Context: an optimization exercise on an open-source flow, tuned for small area and a short achievable clock period. The choices shown serve that exercise and are no tape-out recipe. No functional check of the RTL was part of any run shown here.

## flow/design.v (module list and top-level ports; edited modules follow where they fit)
// module gardner_ted: 956 lines
// module loop_filter_pi: 311 lines
// module symbol_nco: 32 lines
// module timing_recovery_top: 39 lines
module timing_recovery_top (
  input  logic               clk,
  input  logic               reset_n,
  input  logic [31:0]        sample_i,     
  output logic [31:0]        sym_o,        
  output logic               sym_valid_o,
  output logic [18:0]        err_o,        
  output logic signed [11:0] ctrl_o
);
  // ...
==> flow/flow/run.sh <==
#!/bin/bash
# The standard layout (the standard.sh, unchanged synthesis and steps) with
# two make settings: the timing repair steps aim for 6.4 ns of setup slack
# (SETUP_SLACK_MARGIN=6.4), and every input and output port still gets its own
# buffer, but a buf_1 rather than the default delay buffer (BUFFER_PORTS_ARGS);
# the repair steps resize the ones on critical paths. The make output goes to
# standard_flow.log; each ORFS step also keeps its own log under orfs/logs.
set -euo pipefail
bash standard.sh SETUP_SLACK_MARGIN=6.4 "BUFFER_PORTS_ARGS=-buffer_cell sky130_fd_sc_hd__buf_1" finish > standard_flow.log 2>&1
==> flow/standard.sh <==
#!/bin/bash
# synth_recipe.tcl (not shown) runs the flow's synth.tcl, then flattens the netlist and writes it again
# the make line also repeats each setting of config.mk as NAME=value (left out here)
make -C /OpenROAD-flow-scripts/flow DESIGN_CONFIG=/design/flow/config.mk WORK_HOME=/design/flow/orfs CLKGATE_MAP_FILE= SYNTH_SCRIPT=/design/flow/synth_recipe.tcl "${@:-finish}"
==> flow/config.mk <==
export PLATFORM = sky130hd
export DESIGN_NAME = timing_recovery_top
export DESIGN_NICKNAME = timing_recovery_top
export VERILOG_FILES = /design/flow/design.v
export SDC_FILE = /design/flow/constraint.sdc
export NUM_CORES = 4
export LEC_CHECK = 0
export CAP_MARGIN = 20
export CORE_MARGIN = 2
export CORE_UTILIZATION = 40
export CTS_CLUSTER_DIAMETER = 100
export CTS_CLUSTER_SIZE = 25
export SLEW_MARGIN = 20
==> flow/constraint.sdc <==
create_clock -name core_clock -period 12.0 [get_ports {clk}]
set_input_delay 2.4000 -clock core_clock [delete_from_list [all_inputs] [get_ports {clk}]]
set_output_delay 2.4000 -clock core_clock [all_outputs]
set_load 0.01 [all_outputs]
==> results.yml, run 1 <==
run_status:
  outcome: "finished clean"
logic_synthesis:
  synthTopCellsByCount: "sky130_fd_sc_hd__dfxtp_1 (405), sky130_fd_sc_hd__fa_1 (209), sky130_fd_sc_hd__inv_1 (180)"
  synth.yosys.seq_area_share_pct: 37.8
  post_synth_xor_xnor_area_pct: 10.7
  synth-compound-area-share_pct: 13.0
  post-synth-top-count-cell: "sky130_fd_sc_hd__dfxtp_1"
  synth-simple-area-share_pct: 6.01
  asyncSetResetFlopFracSynth_pct: 0
  ys_top_cells_by_area: "sky130_fd_sc_hd__dfxtp_1 (35%), sky130_fd_sc_hd__fa_1 (18%), sky130_fd_sc_hd__ha_1 (6.9%), sky130_fd_sc_hd__xor2_1 (5.4%), sky130_fd_sc_hd__a22oi_1 (5.2%)"
clock_network:
  clkSlewWorstSetupHoldPaths_ps: 100
  cts_setup_buffers: 26
critical_path:
  crit_path_end_kind: "register"
  critical_path.max_fanout: 5
  crit_family: "adder cells"
  path_depth: 13
  reg2reg_from: "u_nco.strobe_q$_SDFF_PN0_"
  max_stage_delay_ps: 610
  timing.critical_path.from: "sample_i[22]"
finish:
  fin_cells: 2993
  num-fill-cells: 5346
  ff_latch_area_mm2: 0.00874
  inverters_excl_clock: 184
  multi_input_comb_area_mm2: 0.0140
  seq_area_share_pct: 32.7
floorplan:
  placementRows: 88
sta:
  fin_skew_ps: 20.5
  layout_min_cycle_time_ps: 5730
place:
  numPlacedInstances: 2908
hold_path:
  worst_hold_path.num_cells: 0
  worst_hold_path_type: "register to register"
  hold_path_end: "u_ted.dline[3][16]$_DFF_P_"
global_routing:
  groute.layer.met2.usage_pct: 35.5
  grt_use_met3_pct: 3.64
detailed_routing:
  avgRoutedWirePerCell_um: 21.1
run:
  maximum_capacitance_violations: 0
==> inputs of run 2 (changes only) <==
--- a/flow/design.v
+++ b/flow/design.v
@@ -39,18 +39,18 @@
       b0 = (k == 0) ? 1'b0 : g_q[2*k-1];
       b1 = g_q[2*k];
       b2 = g_q[2*k+1];
       one_q[k] = b0 ^ b1;
       two_q[k] = (b2 & ~b1 & ~b0) | (~b2 & b1 & b0);
       neg_q[k] = b2 & ~(b1 & b0);
     end
   end
-  logic pp_i0_1, pp_i0_2, pp_i0_3, pp_i0_4, pp_i0_5, pp_i0_6, pp_i0_7, pp_i0_8, pp_i0_9, pp_i0_10, pp_i0_11, pp_i0_12, pp_i0_13, pp_i0_14, pp_i0_15, pp_i0_16, pp_i0_17, pp_i1_18, pp_i1_19, pp_i1_20, pp_i1_21, pp_i1_22, pp_i1_23, pp_i1_24, pp_i1_25, pp_i1_26, pp_i1_27, pp_i1_28, pp_i1_29, pp_i1_30, pp_i1_31, pp_i1_32, pp_i1_33, pp_i1_34, pp_i2_35, pp_i2_36, pp_i2_37, pp_i2_38, pp_i2_39, pp_i2_40, pp_i2_41, pp_i2_42, pp_i2_43, pp_i2_44, pp_i2_45, pp_i2_46, pp_i2_47, pp_i2_48, pp_i2_49, pp_i2_50, pp_i2_51, pp_i3_52, pp_i3_53, pp_i3_54, pp_i3_55, pp_i3_56, pp_i3_57, pp_i3_58, pp_i3_59, pp_i3_60, pp_i3_61, pp_i3_62, pp_i3_63, pp_i3_64, pp_i3_65, pp_i3_66, pp_i4_67, pp_i4_68, pp_i4_69, pp_i4_70, pp_i4_71, pp_i4_72, pp_i4_73, pp_i4_74, pp_i4_75, pp_i4_76, pp_i4_77, pp_i4_78, pp_i4_79, pp_i5_80, pp_i5_81, pp_i5_82, pp_i5_83, pp_i5_84, pp_i5_85, pp_i5_86, pp_i5_87, pp_i5_88, pp_i5_89, pp_i5_90, pp_i6_91, pp_i6_92, pp_i6_93, pp_i6_94, pp_i6_95, pp_i6_96, pp_i6_97, pp_i6_98, pp_i6_99, pp_i7_100, pp_i7_101, pp_i7_102, pp_i7_103, pp_i7_104, pp_i7_105, pp_i7_106, pp_q0_107, pp_q0_108, pp_q0_109, pp_q0_110, pp_q0_111, pp_q0_112, pp_q0_113, pp_q0_114, pp_q0_115, pp_q0_116, pp_q0_117, pp_q0_118, pp_q0_119, pp_q0_120, pp_q0_121, pp_q0_122, pp_q0_123, pp_q1_124, pp_q1_125, pp_q1_126, pp_q1_127, pp_q1_128, pp_q1_129, pp_q1_130, pp_q1_131, pp_q1_132, pp_q1_133, pp_q1_134, pp_q1_135, pp_q1_136, pp_q1_137, pp_q1_138, pp_q1_139, pp_q1_140, pp_q2_141, pp_q2_142, pp_q2_143, pp_q2_144, pp_q2_145, pp_q2_146, pp_q2_147, pp_q2_148, pp_q2_149, pp_q2_150, pp_q2_151, pp_q2_152, pp_q2_153, pp_q2_154, pp_q2_155, pp_q2_156, pp_q2_157, pp_q3_158, pp_q3_159, pp_q3_160, pp_q3_161, pp_q3_162, pp_q3_163, pp_q3_164, pp_q3_165, pp_q3_166, pp_q3_167, pp_q3_168, pp_q3_169, pp_q3_170, pp_q3_171, pp_q3_172, pp_q4_173, pp_q4_174, pp_q4_175, pp_q4_176, pp_q4_177, pp_q4_178, pp_q4_179, pp_q4_180, pp_q4_181, pp_q4_182, pp_q4_183, pp_q4_184, pp_q4_185, pp_q5_186, pp_q5_187, pp_q5_188, pp_q5_189, pp_q5_190, pp_q5_191, pp_q5_192, pp_q5_193, pp_q5_194, pp_q5_195, pp_q5_196, pp_q6_197, pp_q6_198, pp_q6_199, pp_q6_200, pp_q6_201, pp_q6_202, pp_q6_203, pp_q6_204, pp_q6_205, pp_q7_206, pp_q7_207, pp_q7_208, pp_q7_209, pp_q7_210, pp_q7_211, pp_q7_212, hpr213, hpr214, hpr215, hpr216, hpr217, hpr218, hpr219, hpr220, hpr221, hpr222, hpr223, hpr224, hpr225, hpr226, hpr227, hpr228, hpr229, hpr230, hpr231, hpr232, hpr233, s234, c235, t236, s237, c238, t239, s240, c241, t242, s243, c244, s245, c246, t247, s248, c249, t250, s251, c252, t253, s254, c255, s256, c257, t258, s259, c260, t261, s262, c263, t264, s265, c266, s267, c268, t269, s270, c271, t272, s273, c274, t275, s276, c277, t278, s279, c280, t281, s282, c283, s284, c285, t286, s287, c288, t289, s290, c291, t292, s293, c294, t295, s296, c297, t298, s299, c300, s301, c302, t303, s304, c305, t306, s307, c308, t309, s310, c311, t312, s313, c314, t315, s316, c317, t318, s319, c320, t321, s322, c323, s324, c325, t326, s327, c328, t329, s330, c331, t332, s333, c334, t335, s336, c337, t338, s339, c340, t341, s342, c343, t344, s345, c346, s347, c348, t349, s350, c351, t352, s353, c354, t355, s356, c357, t358, s359, c360, t361, s362, c363, t364, s365, c366, t367, s368, c369, t370, s371, c372, t373, s374, c375, s376, c377, t378, s379, c380, t381, s382, c383, t384, s385, c386, t387, s388, c389, t390, s391, c392, t393, s394, c395, t396, s397, c398, t399, s400, c401, t402, s403, c404, s405, c406, t407, s408, c409, t410, s411, c412, t413, s414, c415, t416, s417, c418, t419, s420, c421, t422, s423, c424, t425, s426, c427, t428, s429, c430, t431, s432, c433, t434, s435, c436, t437, s438, c439, s440, c441, t442, s443, c444, t445, s446, c447, t448, s449, c450, t451, s452, c453, t454, s455, c456, t457, s458, c459, t460, s461, c462, t463, s464, c465, t466, s467, c468, t469, s470, c471, t472, s473, c474, s475, c476, t477, s478, c479, t480, s481, c482, t483, s484, c485, t486, s487, c488, t489, s490, c491, t492, s493, c494, t495, s496, c497, t498, s499, c500, t501, s502, c503, t504, s505, c506, t507, s508, c509, t510, s511, c512, t513, s514, c515, s516, c517, t518, s519, c520, t521, s522, c523, t524, s525, c526, t527, s528, c529, t530, s531, c532, t533, s534, c535, t536, s537, c538, t539, s540, c541, t542, s543, c544, t545, s546, c547, t548, s549, c550, t551, s552, c553, t554, s555, c556, s557, c558, t559, s560, c561, t562, s563, c564, t565, s566, c567, t568, s569, c570, t571, s572, c573, t574, s575, c576, t577, s578, c579, t580, s581, c582, t583, s584, c585, t586, s587, c588, t589, s590, c591, t592, s593, c594, t595, s596, c597, t598, s599, c600, t601, s602, c603, s604, c605, t606, s607, c608, t609, s610, c611, t612, s613, c614, t615, s616, c617, t618, s619, c620, t621, s622, c623, t624, s625, c626, t627, s628, c629, t630, s631, c632, t633, s634, c635, t636, s637, c638, t639, s640, c641, t642, s643, c644, t645, s646, c647, t648, s649, c650, s651, c652, t653, s654, c655, t656, s657, c658, t659, s660, c661, t662, s663, c664, t665, s666, c667, t668, s669, c670, t671, s672, c673, t674, s675, c676, t677, s678, c679, t680, s681, c682, t683, s684, c685, t686, s687, c688, t689, s690, c691, t692, s693, c694, t695, s696, c697, s698, c699, s700, c701, t702, s703, c704, t705, s706, c707, t708, s709, c710, t711, s712, c713, t714, s715, c716, t717, s718, c719, t720, s721, c722, t723, s724, c725, t726, s727, c728, t729, s730, c731, t732, s733, c734, t735, s736, c737, t738, s739, c740, t741, s742, c743, s744, c745, t746, s747, c748, t749, s750, c751, t752, s753, c754, t755, s756, c757, t758, s759, c760, t761, s762, c763, t764, s765, c766, t767, s768, c769, t770, s771, c772, t773, s774, c775, t776, s777, c778, t779, s780, c781, t782, s783, c784, s785, c786, t787, s788, c789, t790, s791, c792, t793, s794, c795, t796, s797, c798, t799, s800, c801, t802, s803, c804, t805, s806, c807, t808, s809, c810, t811, s812, c813, t814, s815, c816, t817, s818, c819, t820, s821, c822, t823, x824, x825, x826, x827, x828, x829, x830, x831, x832, s833, c834, s835, c836, s837, c838, s839, c840, s841, c842, s843, c844, s845, c846, s847, c848, s849, c850, x851, x852, x853, x854, x855;
-  logic [38:0] t_q;   
+  logic pp_i0_1, pp_i0_2, pp_i0_3, pp_i0_4, pp_i0_5, pp_i0_6, pp_i0_7, pp_i0_8, pp_i0_9, pp_i0_10, pp_i0_11, pp_i0_12, pp_i0_13, pp_i0_14, pp_i0_15, pp_i0_16, pp_i0_17, pp_i1_18, pp_i1_19, pp_i1_20, pp_i1_21, pp_i1_22, pp_i1_23, pp_i1_24, pp_i1_25, pp_i1_26, pp_i1_27, pp_i1_28, pp_i1_29, pp_i1_30, pp_i1_31, pp_i1_32, pp_i1_33, pp_i1_34, pp_i2_35, pp_i2_36, pp_i2_37, pp_i2_38, pp_i2_39, pp_i2_40, pp_i2_41, pp_i2_42, pp_i2_43, pp_i2_44, pp_i2_45, pp_i2_46, pp_i2_47, pp_i2_48, pp_i2_49, pp_i2_50, pp_i2_51, pp_i3_52, pp_i3_53, pp_i3_54, pp_i3_55, pp_i3_56, pp_i3_57, pp_i3_58, pp_i3_59, pp_i3_60, pp_i3_61, pp_i3_62, pp_i3_63, pp_i3_64, pp_i3_65, pp_i3_66, pp_i4_67, pp_i4_68, pp_i4_69, pp_i4_70, pp_i4_71, pp_i4_72, pp_i4_73, pp_i4_74, pp_i4_75, pp_i4_76, pp_i4_77, pp_i4_78, pp_i4_79, pp_i5_80, pp_i5_81, pp_i5_82, pp_i5_83, pp_i5_84, pp_i5_85, pp_i5_86, pp_i5_87, pp_i5_88, pp_i5_89, pp_i5_90, pp_i6_91, pp_i6_92, pp_i6_93, pp_i6_94, pp_i6_95, pp_i6_96, pp_i6_97, pp_i6_98, pp_i6_99, pp_i7_100, pp_i7_101, pp_i7_102, pp_i7_103, pp_i7_104, pp_i7_105, pp_i7_106, pp_q0_107, pp_q0_108, pp_q0_109, pp_q0_110, pp_q0_111, pp_q0_112, pp_q0_113, pp_q0_114, pp_q0_115, pp_q0_116, pp_q0_117, pp_q0_118, pp_q0_119, pp_q0_120, pp_q0_121, pp_q0_122, pp_q0_123, pp_q1_124, pp_q1_125, pp_q1_126, pp_q1_127, pp_q1_128, pp_q1_129, pp_q1_130, pp_q1_131, pp_q1_132, pp_q1_133, pp_q1_134, pp_q1_135, pp_q1_136, pp_q1_137, pp_q1_138, pp_q1_139, pp_q1_140, pp_q2_141, pp_q2_142, pp_q2_143, pp_q2_144, pp_q2_145, pp_q2_146, pp_q2_147, pp_q2_148, pp_q2_149, pp_q2_150, pp_q2_151, pp_q2_152, pp_q2_153, pp_q2_154, pp_q2_155, pp_q2_156, pp_q2_157, pp_q3_158, pp_q3_159, pp_q3_160, pp_q3_161, pp_q3_162, pp_q3_163, pp_q3_164, pp_q3_165, pp_q3_166, pp_q3_167, pp_q3_168, pp_q3_169, pp_q3_170, pp_q3_171, pp_q3_172, pp_q4_173, pp_q4_174, pp_q4_175, pp_q4_176, pp_q4_177, pp_q4_178, pp_q4_179, pp_q4_180, pp_q4_181, pp_q4_182, pp_q4_183, pp_q4_184, pp_q4_185, pp_q5_186, pp_q5_187, pp_q5_188, pp_q5_189, pp_q5_190, pp_q5_191, pp_q5_192, pp_q5_193, pp_q5_194, pp_q5_195, pp_q5_196, pp_q6_197, pp_q6_198, pp_q6_199, pp_q6_200, pp_q6_201, pp_q6_202, pp_q6_203, pp_q6_204, pp_q6_205, pp_q7_206, pp_q7_207, pp_q7_208, pp_q7_209, pp_q7_210, pp_q7_211, pp_q7_212, hpr213, hpr214, hpr215, hpr216, hpr217, hpr218, hpr219, hpr220, hpr221, hpr222, hpr223, hpr224, hpr225, hpr226, hpr227, hpr228, hpr229, hpr230, hpr231, hpr232, hpr233, s234, c235, t236, s237, c238, t239, s240, c241, t242, s243, c244, s245, c246, t247, s248, c249, t250, s251, c252, t253, s254, c255, s256, c257, t258, s259, c260, t261, s262, c263, t264, s265, c266, s267, c268, t269, s270, c271, t272, s273, c274, t275, s276, c277, t278, s279, c280, t281, s282, c283, s284, c285, t286, s287, c288, t289, s290, c291, t292, s293, c294, t295, s296, c297, t298, s299, c300, s301, c302, t303, s304, c305, t306, s307, c308, t309, s310, c311, t312, s313, c314, t315, s316, c317, t318, s319, c320, t321, s322, c323, s324, c325, t326, s327, c328, t329, s330, c331, t332, s333, c334, t335, s336, c337, t338, s339, c340, t341, s342, c343, t344, s345, c346, s347, c348, t349, s350, c351, t352, s353, c354, t355, s356, c357, t358, s359, c360, t361, s362, c363, t364, s365, c366, t367, s368, c369, t370, s371, c372, t373, s374, c375, s376, c377, t378, s379, c380, t381, s382, c383, t384, s385, c386, t387, s388, c389, t390, s391, c392, t393, s394, c395, t396, s397, c398, t399, s400, c401, t402, s403, c404, s405, c406, t407, s408, c409, t410, s411, c412, t413, s414, c415, t416, s417, c418, t419, s420, c421, t422, s423, c424, t425, s426, c427, t428, s429, c430, t431, s432, c433, t434, s435, c436, t437, s438, c439, s440, c441, t442, s443, c444, t445, s446, c447, t448, s449, c450, t451, s452, c453, t454, s455, c456, t457, s458, c459, t460, s461, c462, t463, s464, c465, t466, s467, c468, t469, s470, c471, t472, s473, c474, s475, c476, t477, s478, c479, t480, s481, c482, t483, s484, c485, t486, s487, c488, t489, s490, c491, t492, s493, c494, t495, s496, c497, t498, s499, c500, t501, s502, c503, t504, s505, c506, t507, s508, c509, t510, s511, c512, t513, s514, c515, s516, c517, t518, s519, c520, t521, s522, c523, t524, s525, c526, t527, s528, c529, t530, s531, c532, t533, s534, c535, t536, s537, c538, t539, s540, c541, t542, s543, c544, t545, s546, c547, t548, s549, c550, t551, s552, c553, t554, s555, c556, s557, c558, t559, s560, c561, t562, s563, c564, t565, s566, c567, t568, s569, c570, t571, s572, c573, t574, s575, c576, t577, s578, c579, t580, s581, c582, t583, s584, c585, t586, s587, c588, t589, s590, c591, t592, s593, c594, t595, s596, c597, t598, s599, c600, t601, s602, c603, s604, c605, t606, s607, c608, t609, s610, c611, t612, s613, c614, t615, s616, c617, t618, s619, c620, t621, s622, c623, t624, s625, c626, t627, s628, c629, t630, s631, c632, t633, s634, c635, t636, s637, c638, t639, s640, c641, t642, s643, c644, t645, s646, c647, t648, s649, c650, s651, c652, t653, s654, c655, t656, s657, c658, t659, s660, c661, t662, s663, c664, t665, s666, c667, t668, s669, c670, t671, s672, c673, t674, s675, c676, t677, s678, c679, t680, s681, c682, t683, s684, c685, t686, s687, c688, t689, s690, c691, t692, s693, c694, t695, s696, c697, s698, c699, s700, c701, t702, s703, c704, t705, s706, c707, t708, s709, c710, t711, s712, c713, t714, s715, c716, t717, s718, c719, t720, s721, c722, t723, s724, c725, t726, s727, c728, t729, s730, c731, t732, s733, c734, t735, s736, c737, t738, s739, c740, t741, s742, c743, s744, c745, t746, s747, c748, t749, s750, c751, t752, s753, c754, t755, s756, c757, t758, s759, c760, t761, s762, c763, t764, s765, c766, t767, s768, c769, t770, s771, c772, t773, s774, c775, t776, s777, c778, t779, s780, c781, t782, s783, c784, s785, c786, t787, s788, c789, t790, s791, c792, t793, s794, c795, t796, s797, c798, t799, s800, c801, t802, s803, c804, t805, s806, c807, t808, s809, c810, t811, s812, c813, t814, s815, c816, t817, s818, c819, t820, s821, c822, t823, x824, x825, x826, x827, x828, x829, x830, x831, x832, s833, c834, s835, c836, s837, c838, s839, c840, s841, c842, s843, c844, s845, c846, x847, x848, x849, x850, x851;
+  logic [36:0] t_q;   
   assign pp_i0_1 = ((one_i[0] & m_i[0]) | (two_i[0] & 1'b0)) ^ neg_i[0];
   assign pp_i0_2 = ((one_i[0] & m_i[1]) | (two_i[0] & m_i[0])) ^ neg_i[0];
   assign pp_i0_3 = ((one_i[0] & m_i[2]) | (two_i[0] & m_i[1])) ^ neg_i[0];
   assign pp_i0_4 = ((one_i[0] & m_i[3]) | (two_i[0] & m_i[2])) ^ neg_i[0];
   assign pp_i0_5 = ((one_i[0] & m_i[4]) | (two_i[0] & m_i[3])) ^ neg_i[0];
   assign pp_i0_6 = ((one_i[0] & m_i[5]) | (two_i[0] & m_i[4])) ^ neg_i[0];
   assign pp_i0_7 = ((one_i[0] & m_i[6]) | (two_i[0] & m_i[5])) ^ neg_i[0];
   assign pp_i0_8 = ((one_i[0] & m_i[7]) | (two_i[0] & m_i[6])) ^ neg_i[0];
@@ -873,84 +873,78 @@
   assign x825 = pp_i3_66 ^ pp_i4_79 ^ pp_i5_90;
   assign x826 = pp_i6_99 ^ pp_i7_106 ^ pp_q2_157;
   assign x827 = pp_q3_172 ^ pp_q4_185 ^ pp_q5_196;
   assign x828 = pp_q6_205 ^ pp_q7_212 ^ c786;
   assign x829 = c789 ^ c792 ^ c795;
   assign x830 = c798 ^ c801 ^ c804;
   assign x831 = c807 ^ c810 ^ c813;
   assign x832 = c816 ^ c819 ^ c822;
-  assign s833 = t_q[11] ^ t_q[12];
-  assign c834 = t_q[11] & t_q[12];
-  assign s835 = t_q[14] ^ t_q[15];
-  assign c836 = t_q[14] & t_q[15];
-  assign s837 = t_q[16] ^ t_q[17];
-  assign c838 = t_q[16] & t_q[17];
-  assign s839 = t_q[18] ^ t_q[19];
-  assign c840 = t_q[18] & t_q[19];
-  assign s841 = t_q[20] ^ t_q[21];
-  assign c842 = t_q[20] & t_q[21];
-  assign s843 = t_q[22] ^ t_q[23];
-  assign c844 = t_q[22] & t_q[23];
-  assign s845 = t_q[24] ^ t_q[25];
-  assign c846 = t_q[24] & t_q[25];
-  assign s847 = t_q[26] ^ t_q[27];
-  assign c848 = t_q[26] & t_q[27];
-  assign s849 = t_q[28] ^ t_q[29];
-  assign c850 = t_q[28] & t_q[29];
-  assign x851 = t_q[30] ^ t_q[31] ^ t_q[32];
-  assign x852 = t_q[33] ^ t_q[34] ^ t_q[35];
-  assign x853 = t_q[36] ^ t_q[37] ^ t_q[38];
-  assign x854 = c850 ^ x851 ^ x852;
-  assign x855 = x853 ^ x854;
-  logic [11:0] lo_sum;
-  assign lo_sum = {1'b0, {s435, s400, s371, s342, s319, s296, s279, s262, s251, s240, s234}} + {1'b0, {s438, s403, s374, s345, s322, s299, s282, s265, s254, s243, s237}};
+  assign s833 = t_q[13] ^ t_q[14];
+  assign c834 = t_q[13] & t_q[14];
+  assign s835 = t_q[16] ^ t_q[17];
+  assign c836 = t_q[16] & t_q[17];
+  assign s837 = t_q[18] ^ t_q[19];
+  assign c838 = t_q[18] & t_q[19];
+  assign s839 = t_q[20] ^ t_q[21];
+  assign c840 = t_q[20] & t_q[21];
+  assign s841 = t_q[22] ^ t_q[23];
+  assign c842 = t_q[22] & t_q[23];
+  assign s843 = t_q[24] ^ t_q[25];
+  assign c844 = t_q[24] & t_q[25];
+  assign s845 = t_q[26] ^ t_q[27];
+  assign c846 = t_q[26] & t_q[27];
+  assign x847 = t_q[28] ^ t_q[29] ^ t_q[30];
+  assign x848 = t_q[31] ^ t_q[32] ^ t_q[33];
+  assign x849 = t_q[34] ^ t_q[35] ^ t_q[36];
+  assign x850 = c846 ^ x847 ^ x848;
+  assign x851 = x849 ^ x850;
+  logic [13:0] lo_sum;
+  assign lo_sum = {1'b0, {c474, c439, s435, s400, s371, s342, s319, s296, s279, s262, s251, s240, s234}} + {1'b0, {s514, s473, s438, s403, s374, s345, s322, s299, s282, s265, s254, s243, s237}};
   logic [20:0] err_full;
   logic        vld_q;
-  assign err_full = {x855, c848, c846, c844, c842, c840, c838, c836, c834, t_q[13], t_q[10], t_q[9], t_q[8], t_q[7], t_q[6], t_q[5], t_q[4], t_q[3], t_q[2], t_q[1], t_q[0]} + {1'b0, s849, s847, s845, s843, s841, s839, s837, s835, s833, 1'b0, 1'b0, 1'b0, 1'b0, 1'b0, 1'b0, 1'b0, 1'b0, 1'b0, 1'b0, 1'b0};
+  assign err_full = {x851, c844, c842, c840, c838, c836, c834, t_q[15], t_q[12], t_q[11], t_q[10], t_q[9], t_q[8], t_q[7], t_q[6], t_q[5], t_q[4], t_q[3], t_q[2], t_q[1], t_q[0]} + {1'b0, s845, s843, s841, s839, s837, s835, s833, 1'b0, 1'b0, 1'b0, 1'b0, 1'b0, 1'b0, 1'b0, 1'b0, 1'b0, 1'b0, 1'b0, 1'b0, 1'b0};
   always_ff @(posedge clk) begin
     t_q[0] <= lo_sum[0];
     t_q[1] <= lo_sum[1];
     t_q[2] <= lo_sum[2];
     t_q[3] <= lo_sum[3];
     t_q[4] <= lo_sum[4];
     t_q[5] <= lo_sum[5];
     t_q[6] <= lo_sum[6];
     t_q[7] <= lo_sum[7];
     t_q[8] <= lo_sum[8];
     t_q[9] <= lo_sum[9];
     t_q[10] <= lo_sum[10];
-    t_q[11] <= c439;
-    t_q[12] <= s473;
-    t_q[13] <= lo_sum[11];
-    t_q[14] <= c474;
-    t_q[15] <= s514;
-    t_q[16] <= s552;
-    t_q[17] <= s555;
-    t_q[18] <= c556;
-    t_q[19] <= s602;
-    t_q[20] <= c603;
-    t_q[21] <= s649;
-    t_q[22] <= c650;
-    t_q[23] <= s696;
-    t_q[24] <= c697;
-    t_q[25] <= s739;
-    t_q[26] <= c740;
-    t_q[27] <= s783;
-    t_q[28] <= c784;
-    t_q[29] <= s821;
-    t_q[30] <= x824;
-    t_q[31] <= x825;
-    t_q[32] <= x826;
-    t_q[33] <= x827;
-    t_q[34] <= x828;
-    t_q[35] <= x829;
-    t_q[36] <= x830;
-    t_q[37] <= x831;
-    t_q[38] <= x832;
+    t_q[11] <= lo_sum[11];
+    t_q[12] <= lo_sum[12];
+    t_q[13] <= s552;
+    t_q[14] <= s555;
+    t_q[15] <= lo_sum[13];
+    t_q[16] <= c556;
+    t_q[17] <= s602;
+    t_q[18] <= c603;
+    t_q[19] <= s649;
+    t_q[20] <= c650;
+    t_q[21] <= s696;
+    t_q[22] <= c697;
+    t_q[23] <= s739;
+    t_q[24] <= c740;
+    t_q[25] <= s783;
+    t_q[26] <= c784;
+    t_q[27] <= s821;
+    t_q[28] <= x824;
+    t_q[29] <= x825;
+    t_q[30] <= x826;
+    t_q[31] <= x827;
+    t_q[32] <= x828;
+    t_q[33] <= x829;
+    t_q[34] <= x830;
+    t_q[35] <= x831;
+    t_q[36] <= x832;
     if (hp_load_i) hp_q <= err_full;
   end
   always_ff @(posedge clk) begin
     if (!reset_n) vld_q <= 1'b0;
     else          vld_q <= stb;
   end
   assign err_o       = {err_full[20:3], vld_q};
   assign sym_o       = dline[1];
==> results.yml, run 2 <==
floorplan:
  placementRows: 88
  die_y_um: 245
  placeableCoreArea_mm2: 0.0576
  initial_utilization_pct: 40.3
  floorplan.die.width_um: 245
  design.portCount: 98
  floorplan.die_area_mm2: 0.0600
critical_path:
  crit_type: "primary input to register"
  crit_path_start_kind: "primary input"
  reg2reg_slack_ps: 6400
  critPathArrivalTime_ps: 6240
  reg2reg_to: "u_ted.t_q[11]$_DFF_P_"
  crit_path_end_kind: "register"
  worst-r2r-cell-count: 21
  reg2reg_from: "u_nco.strobe_q$_SDFF_PN0_"
  critical_path.max_fanout: 7
  critPathRequiredTime_ps: 12440
finish:
  final_core_utilization_pct: 46.1
  largest_reg_flops: 320
  layout-drive-gt1-share_pct: 14.8
  regMostFlops: "u_ted.dline"
  num-fill-cells: 5291
  multi_input_comb_area_mm2: 0.0141
  antenna_cells_inserted: 0
  layout-area-overhead-vs-synth_pct: 14.2
  mostFrequentLayoutCell: "sky130_fd_sc_hd__dfxtp_1"
  ff_latch_area_mm2: 0.00870
  layout_common_cells: "sky130_fd_sc_hd__dfxtp_1 (401), sky130_fd_sc_hd__inv_1 (193), sky130_fd_sc_hd__fa_1 (167)"
  reg_top3: "u_ted.dline: 320 flops, u_ted.t_q: 37 flops, u_ted.hp_q: 21 flops"
  nets: 2585
logic_synthesis:
  post-synth-top-count-cell: "sky130_fd_sc_hd__dfxtp_1"
  synthTopCellsByCount: "sky130_fd_sc_hd__dfxtp_1 (403), sky130_fd_sc_hd__fa_1 (211), sky130_fd_sc_hd__inv_1 (206)"
  synth.yosys.seq_area_share_pct: 37.5
  synth_enable_flop_cells: 21
  synth_top_area_share_pct: 34.7
  syn_area_per_cell_um2: 10.8
  synth_largest_area_cell: "sky130_fd_sc_hd__dfxtp_1"
  synth.yosys.warnings: 4
  mappedNetlistNets: 2516
  syn_inst: 2145
  asyncSetResetFlopFracSynth_pct: 0
  cell_area_after_technology_mapping_mm2: 0.0232
  yosysUniqueCellTypes: 64
  ys_top_cells_by_area: "sky130_fd_sc_hd__dfxtp_1 (35%), sky130_fd_sc_hd__fa_1 (18%), sky130_fd_sc_hd__ha_1 (6.8%), sky130_fd_sc_hd__a22oi_1 (5.9%), sky130_fd_sc_hd__xnor2_1 (5.5%)"
  synth-seq-cells: 424
  synth_ff_type: "sky130_fd_sc_hd__dfxtp_1"
detailed_routing:
  detail_route.wirelength_mm: 62.0
  initialDrtViolationCount: 1113
  detailroute.via_count: 15800
  top_signal_layer_used: "met4"
  antenna_violating_nets_post_route: 0
  met2_length_mm: 29.7
  via_per_inst: 5.28
  avgRoutedWirePerCell_um: 20.7
  detailed_routing_wirelength_on_met1_mm: 26.4
  drc: 0
  first_pass_iters: 6
  met3RoutedLength_mm: 3.35
clock_network:
  clkSlewWorstSetupHoldPaths_ps: 90
  ctsLongestPathBuffers: 3
  number_of_buffers_created_by_cts: 23
  clock_sinks: 424
  cts_tree: "done"
  cts.htree.levels: 1
  clock-root-buffer: "sky130_fd_sc_hd__clkbuf_16"
  clk_latency_ps: 570
  cts_hold_repair.buffers: 0
run:
  maximum_capacitance_violations: 0
sta:
  hold_viol_final: 0
  rsz0062_at_grt: "true"
  maxSlewViolCount: 0
  max_freq_mhz: 172
  layout_min_cycle_time_ps: 5800
  final_clock_period_utilization_by_the_worst_path_pct: 48.4
  worst_margin_slew_ps: 1050
  fin_tns_setup_ps: 0
  final_critical_path_setup_slack_ps: 6200
  report.final.setup_viol: 0
  fin_skew_ps: 27.1
  fin_hold_ws_ps: 320
  relSlewSlack_pct: 30.1
global_routing:
  grt_first_pass_wirelength_mm: 97.6
  antenna_found_initial: 0
  grt_max_degree: 32
  overflow: 0
  vias_in_the_first_global_route: 16600
  track_usage_pct: 20.9
hold_path:
  holdCritStartpoint: "u_ted.dline[3][0]$_DFF_P_"
  worst_hold_path_type: "register to register"
  hold_path_end: "u_ted.dline[4][0]$_DFF_P_"
  worst_hold_path.num_cells: 0
place:
  dp_hpwl_mm: 45.0
  place.port_buffers: 97
  place.gp.congestion: 0.954
  dp_slack_ps: 4900
run_status:
  outcome: "finished clean"
## run 2: cell count changes in the layout (fill, tap and decap cells not counted), sizes merged, moves of 14 or more
| cell | before | now |
|---|---|---|
| xor2 | 144 | 112 |
| mux2i | 29 | 58 |
| a22oi | 160 | 184 |
| inv | 187 | 210 |
| nor2 | 88 | 66 |
| a21oi | 81 | 66 |
| a22o | 1 | 15 |
| o22ai | 18 | 4 |
## run 2: cell type report
cell class,count,share of cell area (%)
timing repair buffer,170,4.76
sequential,424,32.8
multi-input combinational,1385,53.1
inverter,210,3.02
tap,765,3.61
clock buffer,26,2.25
clock inverter,7,0.458
## run 2: worst max path at each step
stage	start	slack (ps)	endpoint	cells after the start
floorplan	sample_i[17]	5780	u_ted.t_q[12]$_DFF_P_	19
global placement	sample_i[5]	4930	u_ted.t_q[12]$_DFF_P_	18
detailed placement	sample_i[3]	4900	u_ted.t_q[11]$_DFF_P_	18
CTS	sample_i[4]	6270	u_ted.t_q[15]$_DFF_P_	18
global route	sample_i[22]	6110	u_ted.t_q[15]$_DFF_P_	16
finish	sample_i[22]	6200	u_ted.t_q[27]$_DFF_P_	13
## run 2: cells by family (layout without fill, tap and decap cells)
| kind of cell | Yosys count | count (layout) | synth area share [%] |
|---|---|---|---|
| DFF | 424 | 424 | 37.5 |
| buffers and inverters | 336 | 413 | 5.79 |
| AOI/OAI and AO/OA | 441 | 441 | 13.0 |
| adders and majority gates | 344 | 344 | 25.3 |
| and+or+nand+nor | 272 | 272 | 5.67 |
| xor gates and xnor gates | 259 | 259 | 9.77 |
| muxes | 69 | 69 | 3.03 |
## run 2: routing by layer
metal | track usage [%] | vias to the layer above
li1 | - | 7325
met1 | 27.6 | 7839
met2 | 35.0 | 482
met3 | 2.76 | 133
met4 | 7.93 | 0
met5 | 0 | -
## run 2: critical path, cell delays in order
cell	delay, ps
sky130_fd_sc_hd__buf_8	110
sky130_fd_sc_hd__buf_12	140
sky130_fd_sc_hd__buf_8	120
sky130_fd_sc_hd__a22oi_2	130
sky130_fd_sc_hd__xor2_1	250
sky130_fd_sc_hd__fa_2	510
sky130_fd_sc_hd__fa_2	430
sky130_fd_sc_hd__fa_2	390
sky130_fd_sc_hd__fa_2	420
sky130_fd_sc_hd__fa_1	500
sky130_fd_sc_hd__fa_2	380
sky130_fd_sc_hd__inv_2	60
sky130_fd_sc_hd__fa_2	410
## run 2: through the flow
step / cell area (um^2) / cells
2_1_floorplan: 23800 / 2145
3_3_place_gp: 24600 / 2911
3_5_place_dp: 24600 / 2911
4_1_cts: 26100 / 2971
5_1_grt: 26500 / 2987
6_report: 26500 / 2987
## run 2: what timing repair did
action | in CTS | in global routing
resized for setup | 199 | 69
gates cloned | 2 | 1
pin swaps | 31 | 31
setup endpoints to repair | 40 | 35
setup buffers | 25 | 15

==> static timing again, ports no longer ideal <==
In the flow no input, the clock included, has a driving cell. The finished layouts below were timed again as built, in two steps.
Step 1 assumes that a clkbuf_16 drives the clock port and a buf_2 every other input.
Step 2, shift: input delay + t, output delay - t, t = (earliest + latest rising clock arrival at the registers) / 2. This alone moves slack from input paths to output paths.
Slacks: ideal / step 1 / step 2; pairs: ideal / step 1.
run	t, ns	setup WS [ns]	worst data-port slew with drivers (ns)
run 1	0.656	6.269 / 6.303 / 5.647	0.06
run 2	0.623	6.198 / 6.221 / 5.598	0.06
After both steps every run listed still meets setup and hold. The setup slack of run 1, which loses most, moves by +0.034 ns with the drivers and by -0.622 ns with both steps.
